Context: an optimization exercise on an open-source flow, tuned for small area, a short achievable clock period and few clock cycles. The choices shown serve that exercise and are no tape-out recipe.
Only the layout flow was run in this run; the RTL was not checked for function there.
No activity file was given, so power comes from the tool's default toggle rates.

--- design.v ---
package neuron_pkg;
    localparam logic [1:0] ACT_LINEAR = 2'd0;
    localparam logic [1:0] ACT_RELU   = 2'd1;
    localparam logic [1:0] ACT_STEP   = 2'd2;
endpackage
module neuron_lane (
    input  logic        clk,
    input  logic        free,       
    input  logic        job,        
    input  logic        cap,        
    input  logic [23:0] bias,
    input  logic [3:0]  p1,         
    input  logic [3:0]  p2,         
    input  logic [3:0]  n1,
    input  logic [3:0]  n2,
    input  logic [7:0]  weight,
    input  logic [8:0]  nweight,    
    input  logic [3:0]  shift,
    input  logic [15:0] m,          
    input  logic [1:0]  act_mode,
    output logic [7:0]  out_data
);
    logic [23:0] s_reg, c_reg, s_in, s_nx, c_nx;
    logic [7:0]  w_reg;
    logic [8:0]  nw_reg;
    logic [7:0]  out_reg;
    always_ff @(posedge clk) begin
        w_reg  <= weight;
        nw_reg <= nweight;
    end
    assign s_in = cap ? 24'd0 : s_reg;
    logic [9:0] wx, nx;
    assign wx = {{2{w_reg[7]}}, w_reg};
    assign nx = {nw_reg[8], nw_reg};
    logic [9:0] pp0, pp1, pp2, pp3;
    assign pp0 = (p1[0] ? wx : 10'd0) | (p2[0] ? {wx[8:0], 1'b0} : 10'd0) | (n1[0] ? nx : 10'd0) | (n2[0] ? {nx[8:0], 1'b0} : 10'd0);
    assign pp1 = (p1[1] ? wx : 10'd0) | (p2[1] ? {wx[8:0], 1'b0} : 10'd0) | (n1[1] ? nx : 10'd0) | (n2[1] ? {nx[8:0], 1'b0} : 10'd0);
    assign pp2 = (p1[2] ? wx : 10'd0) | (p2[2] ? {wx[8:0], 1'b0} : 10'd0) | (n1[2] ? nx : 10'd0) | (n2[2] ? {nx[8:0], 1'b0} : 10'd0);
    assign pp3 = (p1[3] ? wx : 10'd0) | (p2[3] ? {wx[8:0], 1'b0} : 10'd0) | (n1[3] ? nx : 10'd0) | (n2[3] ? {nx[8:0], 1'b0} : 10'd0);
    logic [8:0] t0, t1, t2, t3;
    logic       e0, e1, e2, e3;
    assign t0 = pp0[8:0];
    assign t1 = pp1[8:0];
    assign t2 = pp2[8:0];
    assign t3 = pp3[8:0];
    assign e0 = pp0[9];
    assign e1 = pp1[9];
    assign e2 = pp2[9];
    assign e3 = pp3[9];
    logic fs1;
    logic fc2;
    logic fs3;
    logic fc4;
    logic fs5;
    logic fc6;
    logic fs7;
    logic fc8;
    logic fs9;
    logic fc10;
    logic fs11;
    logic fc12;
    logic fs13;
    logic fc14;
    logic fs15;
    logic fc16;
    logic fs17;
    logic fc18;
    logic fs19;
    logic fc20;
    logic fs21;
    logic fc22;
    logic fs23;
    logic fc24;
    logic fs25;
    logic fc26;
    logic fs27;
    logic fc28;
    logic fs29;
    logic fc30;
    logic fs31;
    logic fc32;
    logic fs33;
    logic fc34;
    logic fs35;
    logic fc36;
    logic fs37;
    logic fc38;
    logic fs39;
    logic fc40;
    logic fs41;
    logic fc42;
    logic fs43;
    logic fc44;
    logic fs45;
    logic fc46;
    logic fs47;
    logic fc48;
    logic fs49;
    logic fc50;
    logic fs51;
    logic fc52;
    logic fs53;
    logic fc54;
    logic fs55;
    logic fc56;
    logic fs57;
    logic fc58;
    logic fs59;
    logic fc60;
    logic fs61;
    logic fc62;
    logic fs63;
    logic fc64;
    logic fs65;
    logic fc66;
    logic fs67;
    logic fc68;
    logic fs69;
    logic fc70;
    logic fs71;
    logic fc72;
    logic fs73;
    logic fc74;
    logic fs75;
    logic fc76;
    logic fs77;
    logic fc78;
    logic fs79;
    logic fc80;
    logic fs81;
    logic fc82;
    logic fs83;
    logic fc84;
    logic fs85;
    logic fc86;
    logic fs87;
    logic fc88;
    logic fs89;
    logic fc90;
    logic fs91;
    logic fc92;
    logic fs93;
    logic fc94;
    logic fs95;
    logic fc96;
    logic fs97;
    logic fc98;
    logic fs99;
    logic fc100;
    logic fs101;
    logic fc102;
    logic fs103;
    logic fc104;
    logic fs105;
    logic fc106;
    logic fs107;
    logic fc108;
    logic fs109;
    logic fc110;
    logic fs111;
    logic fc112;
    logic fs113;
    logic fc114;
    logic fs115;
    logic fc116;
    logic fs117;
    logic fc118;
    logic fs119;
    logic fc120;
    logic fs121;
    logic fc122;
    logic fs123;
    logic fc124;
    logic fs125;
    logic fs126;
    assign fs1 = c_reg[0] ^ s_in[0];
    assign fc2 = c_reg[0] & s_in[0];
    assign fs3 = c_reg[1] ^ s_in[1] ^ fc2;
    assign fc4 = (c_reg[1] & s_in[1]) | (c_reg[1] & fc2) | (s_in[1] & fc2);
    assign fs5 = c_reg[2] ^ s_in[2] ^ fc4;
    assign fc6 = (c_reg[2] & s_in[2]) | (c_reg[2] & fc4) | (s_in[2] & fc4);
    assign fs7 = t0[2] ^ t1[0];
    assign fc8 = t0[2] & t1[0];
    assign fs9 = c_reg[3] ^ s_in[3] ^ t0[3];
    assign fc10 = (c_reg[3] & s_in[3]) | (c_reg[3] & t0[3]) | (s_in[3] & t0[3]);
    assign fs11 = t1[1] ^ fc8 ^ fc6;
    assign fc12 = (t1[1] & fc8) | (t1[1] & fc6) | (fc8 & fc6);
    assign fs13 = c_reg[4] ^ s_in[4] ^ t0[4];
    assign fc14 = (c_reg[4] & s_in[4]) | (c_reg[4] & t0[4]) | (s_in[4] & t0[4]);
    assign fs15 = t1[2] ^ t2[0] ^ fc10;
    assign fc16 = (t1[2] & t2[0]) | (t1[2] & fc10) | (t2[0] & fc10);
    assign fs17 = fs13 ^ fc12;
    assign fc18 = fs13 & fc12;
    assign fs19 = c_reg[5] ^ s_in[5] ^ t0[5];
    assign fc20 = (c_reg[5] & s_in[5]) | (c_reg[5] & t0[5]) | (s_in[5] & t0[5]);
    assign fs21 = t1[3] ^ t2[1] ^ fc14;
    assign fc22 = (t1[3] & t2[1]) | (t1[3] & fc14) | (t2[1] & fc14);
    assign fs23 = fs19 ^ fc16 ^ fs21;
    assign fc24 = (fs19 & fc16) | (fs19 & fs21) | (fc16 & fs21);
    assign fs25 = c_reg[6] ^ s_in[6] ^ t0[6];
    assign fc26 = (c_reg[6] & s_in[6]) | (c_reg[6] & t0[6]) | (s_in[6] & t0[6]);
    assign fs27 = t1[4] ^ t2[2] ^ t3[0];
    assign fc28 = (t1[4] & t2[2]) | (t1[4] & t3[0]) | (t2[2] & t3[0]);
    assign fs29 = fc20 ^ fs25 ^ fs27;
    assign fc30 = (fc20 & fs25) | (fc20 & fs27) | (fs25 & fs27);
    assign fs31 = fc22 ^ fs29;
    assign fc32 = fc22 & fs29;
    assign fs33 = c_reg[7] ^ s_in[7] ^ t0[7];
    assign fc34 = (c_reg[7] & s_in[7]) | (c_reg[7] & t0[7]) | (s_in[7] & t0[7]);
    assign fs35 = t1[5] ^ t2[3] ^ t3[1];
    assign fc36 = (t1[5] & t2[3]) | (t1[5] & t3[1]) | (t2[3] & t3[1]);
    assign fs37 = fc26 ^ fc28 ^ fs33;
    assign fc38 = (fc26 & fc28) | (fc26 & fs33) | (fc28 & fs33);
    assign fs39 = fs35 ^ fc30 ^ fs37;
    assign fc40 = (fs35 & fc30) | (fs35 & fs37) | (fc30 & fs37);
    assign fs41 = c_reg[8] ^ s_in[8] ^ t0[8];
    assign fc42 = (c_reg[8] & s_in[8]) | (c_reg[8] & t0[8]) | (s_in[8] & t0[8]);
    assign fs43 = t1[6] ^ t2[4] ^ t3[2];
    assign fc44 = (t1[6] & t2[4]) | (t1[6] & t3[2]) | (t2[4] & t3[2]);
    assign fs45 = fc34 ^ fc36 ^ fs41;
    assign fc46 = (fc34 & fc36) | (fc34 & fs41) | (fc36 & fs41);
    assign fs47 = fs43 ^ fc38 ^ fs45;
    assign fc48 = (fs43 & fc38) | (fs43 & fs45) | (fc38 & fs45);
    assign fs49 = c_reg[9] ^ s_in[9] ^ e0;
    assign fc50 = (c_reg[9] & s_in[9]) | (c_reg[9] & e0) | (s_in[9] & e0);
    assign fs51 = t1[7] ^ t2[5] ^ t3[3];
    assign fc52 = (t1[7] & t2[5]) | (t1[7] & t3[3]) | (t2[5] & t3[3]);
    assign fs53 = fc42 ^ fc44 ^ fs49;
    assign fc54 = (fc42 & fc44) | (fc42 & fs49) | (fc44 & fs49);
    assign fs55 = fs51 ^ fc46 ^ fs53;
    assign fc56 = (fs51 & fc46) | (fs51 & fs53) | (fc46 & fs53);
    assign fs57 = c_reg[10] ^ s_in[10] ^ e0;
    assign fc58 = (c_reg[10] & s_in[10]) | (c_reg[10] & e0) | (s_in[10] & e0);
    assign fs59 = t1[8] ^ t2[6] ^ t3[4];
    assign fc60 = (t1[8] & t2[6]) | (t1[8] & t3[4]) | (t2[6] & t3[4]);
    assign fs61 = fc50 ^ fc52 ^ fs57;
    assign fc62 = (fc50 & fc52) | (fc50 & fs57) | (fc52 & fs57);
    assign fs63 = fs59 ^ fc54 ^ fs61;
    assign fc64 = (fs59 & fc54) | (fs59 & fs61) | (fc54 & fs61);
    assign fs65 = c_reg[11] ^ s_in[11] ^ ~e0;
    assign fc66 = (c_reg[11] & s_in[11]) | (c_reg[11] & ~e0) | (s_in[11] & ~e0);
    assign fs67 = ~e1 ^ t2[7] ^ t3[5];
    assign fc68 = (~e1 & t2[7]) | (~e1 & t3[5]) | (t2[7] & t3[5]);
    assign fs69 = fc58 ^ fc60 ^ fs65;
    assign fc70 = (fc58 & fc60) | (fc58 & fs65) | (fc60 & fs65);
    assign fs71 = fs67 ^ fc62 ^ fs69;
    assign fc72 = (fs67 & fc62) | (fs67 & fs69) | (fc62 & fs69);
    assign fs73 = 1'b1 ^ c_reg[12] ^ s_in[12];
    assign fc74 = (1'b1 & c_reg[12]) | (1'b1 & s_in[12]) | (c_reg[12] & s_in[12]);
    assign fs75 = fs73 ^ t2[8] ^ t3[6];
    assign fc76 = (fs73 & t2[8]) | (fs73 & t3[6]) | (t2[8] & t3[6]);
    assign fs77 = fc66 ^ fc68 ^ fs75;
    assign fc78 = (fc66 & fc68) | (fc66 & fs75) | (fc68 & fs75);
    assign fs79 = fc70 ^ fs77;
    assign fc80 = fc70 & fs77;
    assign fs81 = c_reg[13] ^ s_in[13] ^ fc74;
    assign fc82 = (c_reg[13] & s_in[13]) | (c_reg[13] & fc74) | (s_in[13] & fc74);
    assign fs83 = ~e2 ^ t3[7] ^ fs81;
    assign fc84 = (~e2 & t3[7]) | (~e2 & fs81) | (t3[7] & fs81);
    assign fs85 = fc76 ^ fs83 ^ fc78;
    assign fc86 = (fc76 & fs83) | (fc76 & fc78) | (fs83 & fc78);
    assign fs87 = 1'b1 ^ c_reg[14] ^ s_in[14];
    assign fc88 = (1'b1 & c_reg[14]) | (1'b1 & s_in[14]) | (c_reg[14] & s_in[14]);
    assign fs89 = fs87 ^ t3[8] ^ fc82;
    assign fc90 = (fs87 & t3[8]) | (fs87 & fc82) | (t3[8] & fc82);
    assign fs91 = fc84 ^ fs89;
    assign fc92 = fc84 & fs89;
    assign fs93 = c_reg[15] ^ s_in[15] ^ fc88;
    assign fc94 = (c_reg[15] & s_in[15]) | (c_reg[15] & fc88) | (s_in[15] & fc88);
    assign fs95 = ~e3 ^ fs93 ^ fc90;
    assign fc96 = (~e3 & fs93) | (~e3 & fc90) | (fs93 & fc90);
    assign fs97 = 1'b1 ^ c_reg[16] ^ s_in[16];
    assign fc98 = (1'b1 & c_reg[16]) | (1'b1 & s_in[16]) | (c_reg[16] & s_in[16]);
    assign fs99 = fs97 ^ fc94;
    assign fc100 = fs97 & fc94;
    assign fs101 = 1'b1 ^ c_reg[17] ^ s_in[17];
    assign fc102 = (1'b1 & c_reg[17]) | (1'b1 & s_in[17]) | (c_reg[17] & s_in[17]);
    assign fs103 = fc98 ^ fs101;
    assign fc104 = fc98 & fs101;
    assign fs105 = 1'b1 ^ c_reg[18] ^ s_in[18];
    assign fc106 = (1'b1 & c_reg[18]) | (1'b1 & s_in[18]) | (c_reg[18] & s_in[18]);
    assign fs107 = fc102 ^ fs105;
    assign fc108 = fc102 & fs105;
    assign fs109 = 1'b1 ^ c_reg[19] ^ s_in[19];
    assign fc110 = (1'b1 & c_reg[19]) | (1'b1 & s_in[19]) | (c_reg[19] & s_in[19]);
    assign fs111 = fc106 ^ fs109;
    assign fc112 = fc106 & fs109;
    assign fs113 = 1'b1 ^ c_reg[20] ^ s_in[20];
    assign fc114 = (1'b1 & c_reg[20]) | (1'b1 & s_in[20]) | (c_reg[20] & s_in[20]);
    assign fs115 = fc110 ^ fs113;
    assign fc116 = fc110 & fs113;
    assign fs117 = 1'b1 ^ c_reg[21] ^ s_in[21];
    assign fc118 = (1'b1 & c_reg[21]) | (1'b1 & s_in[21]) | (c_reg[21] & s_in[21]);
    assign fs119 = fc114 ^ fs117;
    assign fc120 = fc114 & fs117;
    assign fs121 = 1'b1 ^ c_reg[22] ^ s_in[22];
    assign fc122 = (1'b1 & c_reg[22]) | (1'b1 & s_in[22]) | (c_reg[22] & s_in[22]);
    assign fs123 = fc118 ^ fs121;
    assign fc124 = fc118 & fs121;
    assign fs125 = 1'b1 ^ c_reg[23] ^ s_in[23];
    assign fs126 = fc122 ^ fs125;
    assign s_nx = {fc124, fc120, fc116, fc112, fc108, fc104, fs103, fs99, fc92, fs91, fc80, fs79, fc64, fc56, fc48, fc40, fc32, fc24, fc18, fs15, fs9, fs7, t0[1], fs1};
    assign c_nx = {fs126, fs123, fs119, fs115, fs111, fs107, fc100, fc96, fs95, fc86, fs85, fc72, fs71, fs63, fs55, fs47, fs39, fs31, fs23, fs17, fs11, fs5, fs3, t0[0]};
    always_ff @(posedge clk) begin
        if (free) begin
            s_reg <= job ? s_reg + c_reg : 24'd0;
            c_reg <= bias;
        end else begin
            s_reg <= s_nx;
            c_reg <= c_nx;
        end
    end
    logic signed [23:0] s_sg;
    logic [23:0] r;
    logic [15:0] eqm;
    logic        sgn, fits, pos;
    logic [7:0]  res;
    always_comb begin
        s_sg = s_reg;
        r    = s_sg >>> shift;
        sgn  = s_reg[23];
        for (int k = 0; k < 16; k++) eqm[k] = !m[k] || (s_reg[k+7] == sgn);
        fits = &eqm;
        pos  = !sgn && ((|s_reg[22:15]) || (|(s_reg[14:0] & m[14:0])));
        case (act_mode)
            neuron_pkg::ACT_RELU: res = sgn ? 8'h00 : (fits ? r[7:0] : 8'h7f);
            neuron_pkg::ACT_STEP: res = {7'd0, pos};
            default:              res = fits ? r[7:0] : (sgn ? 8'h80 : 8'h7f);
        endcase
    end
    always_ff @(posedge clk) begin
        if (cap) out_reg <= res;
    end
    assign out_data = out_reg;
endmodule
module neuron_pe #(
    parameter int DW    = 8,
    parameter int WW    = 8,
    parameter int LANES = 8,
    parameter int ACCW  = 24,
    parameter int NW    = 16,
    parameter int SHW   = 4
) (
    input  logic                    clk,
    input  logic                    rst,
    input  logic                    start,
    input  logic [NW-1:0]           n_len,
    input  logic [SHW-1:0]          shift,
    input  logic [1:0]              act_mode,
    input  logic [LANES*ACCW-1:0]   bias,
    input  logic                    in_valid,
    output logic                    in_ready,
    input  logic [DW-1:0]           in_data,
    input  logic [LANES*WW-1:0]     weight,
    output logic                    out_valid,
    input  logic                    out_ready,
    output logic [LANES*DW-1:0]     out_data,
    output logic                    busy
);
    logic           job_reg;     
    logic           rdy_reg;     
    logic [NW-1:0]  rem_reg;     
    logic           tok_reg;     
    logic           fin_reg;     
    logic           cap_reg;     
    logic           ov_reg;      
    logic [SHW-1:0] shift_reg, shift_cap;
    logic [1:0]     mode_reg, mode_cap;
    logic [3:0]     p1_reg, p2_reg, n1_reg, n2_reg;
    logic           free_reg;    
    logic beat, last_beat, free;
    assign beat      = in_valid && rdy_reg;
    assign last_beat = beat && (rem_reg == NW'(1));
    assign free      = free_reg;
    assign in_ready  = rdy_reg;
    assign out_valid = ov_reg;
    assign busy      = !free;
    logic job_nx, fin_nx, ov_nx;
    always_comb begin
        job_nx = free ? start : job_reg;
        fin_nx = !free && (fin_reg || tok_reg);
        ov_nx  = cap_reg || (ov_reg && !out_ready);
    end
    always_ff @(posedge clk) begin
        if (rst) free_reg <= 1'b1;
        else     free_reg <= !job_nx || (fin_nx && !ov_nx);
    end
    always_ff @(posedge clk) begin
        if (rst) begin
            job_reg <= 1'b0;
            rdy_reg <= 1'b0;
            tok_reg <= 1'b0;
            fin_reg <= 1'b0;
            cap_reg <= 1'b0;
            ov_reg  <= 1'b0;
        end else begin
            cap_reg <= free && job_reg;
            if (free) begin
                job_reg <= start;
                rdy_reg <= start && (n_len != '0);
                tok_reg <= start && (n_len == '0);
                fin_reg <= 1'b0;
            end else begin
                if (last_beat) rdy_reg <= 1'b0;
                tok_reg <= last_beat;
                if (tok_reg) fin_reg <= 1'b1;
            end
            if (cap_reg)        ov_reg <= 1'b1;
            else if (out_ready) ov_reg <= 1'b0;
        end
    end
    always_ff @(posedge clk) begin
        if (free) begin
            shift_reg <= shift;
            mode_reg  <= act_mode;
            shift_cap <= shift_reg;
            mode_cap  <= mode_reg;
            rem_reg   <= n_len;
        end else if (beat) begin
            rem_reg   <= rem_reg - NW'(1);
        end
    end
    always_ff @(posedge clk) begin
        for (int i = 0; i < 4; i++) begin
            logic b2, b1, b0;
            b2 = in_data[2*i+1];
            b1 = in_data[2*i];
            b0 = (i == 0) ? 1'b0 : in_data[2*i-1];
            p1_reg[i] <= beat && !b2 && (b1 ^ b0);
            p2_reg[i] <= beat && !b2 && b1 && b0;
            n1_reg[i] <= beat && b2 && (b1 ^ b0);
            n2_reg[i] <= beat && b2 && !b1 && !b0;
        end
    end
    logic [15:0] shift_mask;
    always_comb begin
        for (int k = 0; k < 16; k++) shift_mask[k] = (k >= int'(shift_cap));
    end
    for (genvar gi = 0; gi < LANES; gi++) begin : g_lane
        neuron_lane u_lane (
            .clk      (clk),
            .free     (free),
            .job      (job_reg),
            .cap      (cap_reg),
            .bias     (bias[gi*ACCW +: ACCW]),
            .p1       (p1_reg),
            .p2       (p2_reg),
            .n1       (n1_reg),
            .n2       (n2_reg),
            .weight   (weight[gi*WW +: WW]),
            .nweight  (9'd0 - {weight[gi*WW+WW-1], weight[gi*WW +: WW]}),
            .shift    (shift_cap),
            .m        (shift_mask),
            .act_mode (mode_cap),
            .out_data (out_data[gi*DW +: DW])
        );
    end
endmodule
--- run.sh ---
#!/bin/bash
# synth_recipe.tcl (not shown) runs the flow's synth.tcl, then flattens the netlist and writes it again
# the make line also repeats each setting of config.mk as NAME=value (left out here)
make -C /OpenROAD-flow-scripts/flow DESIGN_CONFIG=/design/flow/config.mk WORK_HOME=/design/flow/orfs CLKGATE_MAP_FILE= SYNTH_SCRIPT=/design/flow/synth_recipe.tcl finish
--- config.mk ---
export PLATFORM = sky130hd
export DESIGN_NAME = neuron_pe
export DESIGN_NICKNAME = neuron_pe
export VERILOG_FILES = /design/flow/design.v
export SDC_FILE = /design/flow/constraint.sdc
export NUM_CORES = 4
export LEC_CHECK = 0
export ABC_CLOCK_PERIOD_IN_PS = 2500
export CAP_MARGIN = 20
export CORE_MARGIN = 2
export CORE_UTILIZATION = 40
export SETUP_SLACK_MARGIN = 3.4
export SLEW_MARGIN = 20
--- constraint.sdc ---
create_clock -name core_clock -period 6.0 [get_ports {clk}]
set_input_delay 1.2000 -clock core_clock [delete_from_list [all_inputs] [get_ports {clk}]]
set_output_delay 1.2000 -clock core_clock [all_outputs]
set_load 0.01 [all_outputs]
==> results.txt <==
[critical path, stage by stage, from the launching register on]
cell	delay, ps
sky130_fd_sc_hd__dfxtp_4	360
sky130_fd_sc_hd__buf_12	150
sky130_fd_sc_hd__buf_12	140
sky130_fd_sc_hd__buf_12	120
sky130_fd_sc_hd__nand2b_4	140
sky130_fd_sc_hd__ha_4	170
sky130_fd_sc_hd__fa_2	550
sky130_fd_sc_hd__inv_2	50
sky130_fd_sc_hd__fa_2	550
sky130_fd_sc_hd__fa_2	430
sky130_fd_sc_hd__mux2_2	260
[how the worst min path moves through the flow]
stage	to	slack, ps
after CTS	mode_cap[1]	430
after global placement	mode_cap[1]	420
final	mode_cap[1]	440
after global routing	mode_cap[1]	440
after floorplan	mode_cap[0]	400
after detailed placement	mode_cap[1]	430
[through the flow]
step / total power [mW] / cell area [um^2] / cells / hold WS [ps] / setup slack (ps)
final: 26.62 / 73300 / 8427 / 435.6 / 2974
after global routing: 28.21 / 73280 / 8420 / 442.4 / 2928
after CTS: 24.89 / 69250 / 8270 / 432.0 / 3007
after global placement: 17.97 / 59810 / 7837 / 423.6 / 2372
after detailed placement: 18.12 / 59820 / 7838 / 427.2 / 2213
after floorplan: 14.58 / 55470 / 6071 / 400.3 / 2680
[what timing repair did]
action | in CTS | in global routing
buffers inserted | 233 | 127
gates resized for setup | 947 | 586
cloned | 49 | 23
setup endpoints to repair | 431 | 329
pin swaps | 265 | 302
[placed cells by master, fill, tap and decap left out, types with 52 or more instances in the layout]
cell type / synthesis / routed
sky130_fd_sc_hd__nand2b_1: 126 / 100
sky130_fd_sc_hd__mux2i_1: 101 / 99
sky130_fd_sc_hd__a21oi_1: 353 / 289
sky130_fd_sc_hd__nor2b_1: 144 / 88
sky130_fd_sc_hd__a21oi_2: 0 / 52
sky130_fd_sc_hd__buf_6: 19 / 73
sky130_fd_sc_hd__nor2_1: 269 / 257
sky130_fd_sc_hd__ha_4: 0 / 74
sky130_fd_sc_hd__inv_1: 559 / 440
sky130_fd_sc_hd__clkdlybuf4s50_1: 0 / 290
sky130_fd_sc_hd__xnor2_1: 167 / 152
sky130_fd_sc_hd__fa_1: 304 / 91
sky130_fd_sc_hd__dfxtp_2: 0 / 75
sky130_fd_sc_hd__a21o_1: 103 / 103
sky130_fd_sc_hd__mux2_2: 201 / 171
sky130_fd_sc_hd__ha_1: 396 / 303
sky130_fd_sc_hd__inv_2: 1 / 116
sky130_fd_sc_hd__nand2_1: 430 / 414
sky130_fd_sc_hd__xor2_1: 89 / 84
sky130_fd_sc_hd__dfxtp_1: 534 / 411
sky130_fd_sc_hd__o21ai_0: 242 / 202
sky130_fd_sc_hd__a22o_1: 229 / 228
sky130_fd_sc_hd__a22oi_1: 136 / 126
sky130_fd_sc_hd__o211ai_1: 53 / 53
sky130_fd_sc_hd__clkbuf_16: 0 / 103
sky130_fd_sc_hd__buf_4: 25 / 245
sky130_fd_sc_hd__edfxtp_1: 92 / 92
sky130_fd_sc_hd__nor3_1: 75 / 71
sky130_fd_sc_hd__a221oi_2: 2 / 77
sky130_fd_sc_hd__buf_12: 0 / 76
sky130_fd_sc_hd__a222oi_1: 96 / 96
sky130_fd_sc_hd__fa_2: 0 / 213
sky130_fd_sc_hd__nand3_1: 69 / 65
[per-layer routing]
| metal | vias up | GRT usage | share of wire |
|---|---|---|---|
| met5 | - | 0 | 0.00022 |
| li1 | 23180 | - | - |
| met2 | 3858 | 0.4605 | 0.39 |
| met4 | 8 | 0.1677 | 0.070 |
| met1 | 26080 | 0.4772 | 0.40 |
| met3 | 912 | 0.09856 | 0.14 |
[cells in the mapped netlist (all sizes together), types with 153 or more instances]
master    n  share of area
inv     560          0.038
dfxtp   534           0.20
nand2   432          0.030
ha      396          0.090
a21oi   353          0.032
fa      304           0.11
clkbuf  290          0.020
nor2    270          0.019
o21ai   248          0.023
a22o    229          0.037
mux2    201          0.041
xnor2   167          0.027
buf     153          0.016
[cell families after synthesis]
| family | count (synthesis) | share of synthesized area |
|---|---|---|
| multiplexers | 351 | 0.07992 |
| AND/OR/NAND/NOR | 1332 | 0.1187 |
| flip-flops | 626 | 0.2456 |
| buffers and inverters | 1005 | 0.07405 |
| AO/OA/AOI/OAI | 1791 | 0.2374 |
| XOR/XNOR | 256 | 0.04093 |
| adder cells (fa/ha/maj) | 710 | 0.2034 |
[power by group through the flow]
stage                     clock, mW  sequential (mW)  combinational, mW
final                          5.46             7.02               14.1
after global routing           5.66             7.05               15.5
after global placement            0             6.92               11.0
after CTS                      5.53             6.85               12.5
after detailed placement          0             6.92               11.2
after floorplan                   0             5.88               8.70
[cell type report]
| cell class | instances | area, um^2 |
|---|---|---|
| fill | 11730 | 62340 |
| multi-input combinational | 4445 | 42000 |
| sequential | 626 | 13730 |
| timing repair buffer | 854 | 10220 |
| tap | 1781 | 2228 |
| clock buffer | 96 | 2186 |
| inverter | 562 | 2155 |
| clock inverter | 54 | 743.2 |
| timing repair inverter | 2 | 17.52 |
| antenna | 7 | 17.52 |
==> flow_summary.yaml <==
power:
  p_int_mw: 14.95
  total_leakage_power_nw: 30.84
  net-switching-power_mw: 11.67
  clockPowerShare: 0.205
  sw_frac_of_total: 0.4383
  power_per_cell_area_nw_per_um2: 363.1
  p_seq_frac: 0.264
  proportion_of_power_drawn_by_combinational_gates: 0.531
  ir_worst_vdd_mv: 0.2254
clocking:
  clock_root_buffer_master: "sky130_fd_sc_hd__clkbuf_16"
  cts-hold-fix-buffers: 0
  cts-htree-levels: 3
  clk_latency_ps: 710
  cts_tree: "built"
  cts.path.max_buffers: 3
  cts-buffers-inserted: 81
  cts.sinks: 626
  clock_pin_transition_on_the_worst_setup_and_hold_timing_paths_ps: 60
logic_synthesis:
  number_of_synthesized_flops_with_an_enable_pin: 92
  async_flop_share: 0
  synth.lib_cells_used.distinct: 95
  netlist_area_um2: 54780
  count_of_synthesis_stage_warnings_from_yosys: 2
  synth_seq_cells: 626
  syn_inst: 6071
  synth_sequential_area_ratio: 0.2456
  mean_instance_size_in_the_synthesized_netlist_um2: 9.023
  postSynth.topFlopCell: "sky130_fd_sc_hd__dfxtp_1"
  synth_nets: 7062
cells_and_area:
  flow.area_growth_from_synthesis_pct: 33.80
  final_core_utilization: 0.5404
  post_route_cells_drive_above_1_share: 0.2943
  final_nets: 7563
routing:
  ant_nets_after_route: 0
  vias: 54040
  routed_wirelength_mm: 254.2
  dr_vias_cell: 6.413
  drt_first_iter_violations: 8721
  avgRoutedWirePerCell_um: 30.16
  drt-pass1-iter-count: 10
  drc: 0
worst_setup_path:
  r2r_start: "cap_reg"
  timing.critical_path.to: "g_lane[3].u_lane.c_reg[13]"
  reg2reg_depth: 10
  startpoint: "cap_reg"
  crit_path_end_kind: "register"
  r2r_setup_slack_ps: 2970
  timing.critical_path.arrival_ps: 3620
  start_kind: "register"
  regToRegEndpoint: "g_lane[3].u_lane.c_reg[13]"
  crit_type: "register to register"
  crit_fanout: 5
  critPathRequiredTime_ps: 6600
floorplanning:
  die_height_um: 374.1
  die_x_um: 374.1
  top_level_ports: 358
  die-area_um2: 139900
  rows: 135
  area_inside_the_core_boundary_um2: 135600
  effective_utilization_at_floorplan: 0.4039
grt:
  globalRouteOverflowTotal: 0
  maximum_number_of_pins_on_one_net_before_global_route_repair: 119
  grt_pass1_wl_mm: 351.7
  grt_pass1_vias: 50520
  grt_antenna_before_repair: 12
  grt.total_usage: 0.3368
flow_run:
  drv.max_cap_violation_count: 0
timing:
  setup_repair_after_global_routing_missed_its_margin: "yes"
  timing.clock.skew_ps: 43.29
  slew_viol_final: 0
  slew_headroom: 0.3209
  fin_crit_ps: 3026
  ratio_of_final_minimum_period_to_clock_period: 0.5043
  report.final.setup_viol: 0
  final_hold_viol_count: 0
  worst-slew-pin-transition_ps: 1019
  totalNegativeSetupSlack_ps: 0
  fmaxAchievable_mhz: 330.5
worst_hold_path:
  worstHoldStart: "mode_reg[1]"
  worst_hold_path.num_cells: 0
  timing.hold.worst.class: "register to register"
place:
  dp.final_hpwl_mm: 159.9
  portBuffers: 357
  final_wtd_congestion: 0.9930
run_status:
  outcome: "no timing/DRC/antenna violations"

-- re-timing with driven ports --
The flow's constraints put no driver on any port. The routed layout listed below was extracted and timed again, unchanged, in two steps. Step 1: set_driving_cell puts a clkbuf_16 on clk and a buf_2 on each other input, an assumption about the parent block. Step 2 adds t to the input delays and takes it off the output delays; t is the mean of the earliest and latest rising clock arrival at the registers after step 1. Input paths then give back, and output paths get back, about the clock's delay inside the block. a / b / c = ideal / step 1 / step 2; a / b = the first two.
shift t [ns]: 0.774
setup WS [ns]: 2.974 / 2.974 / 2.803
hold slack, ns: 0.436 / 0.436 / 0.436
clock arrival spread, ns: 0.047 / 0.047
After both steps this run still meets setup and hold. For this run, drivers alone change the setup slack by 0.000 ns; drivers and shift together by -0.171 ns.
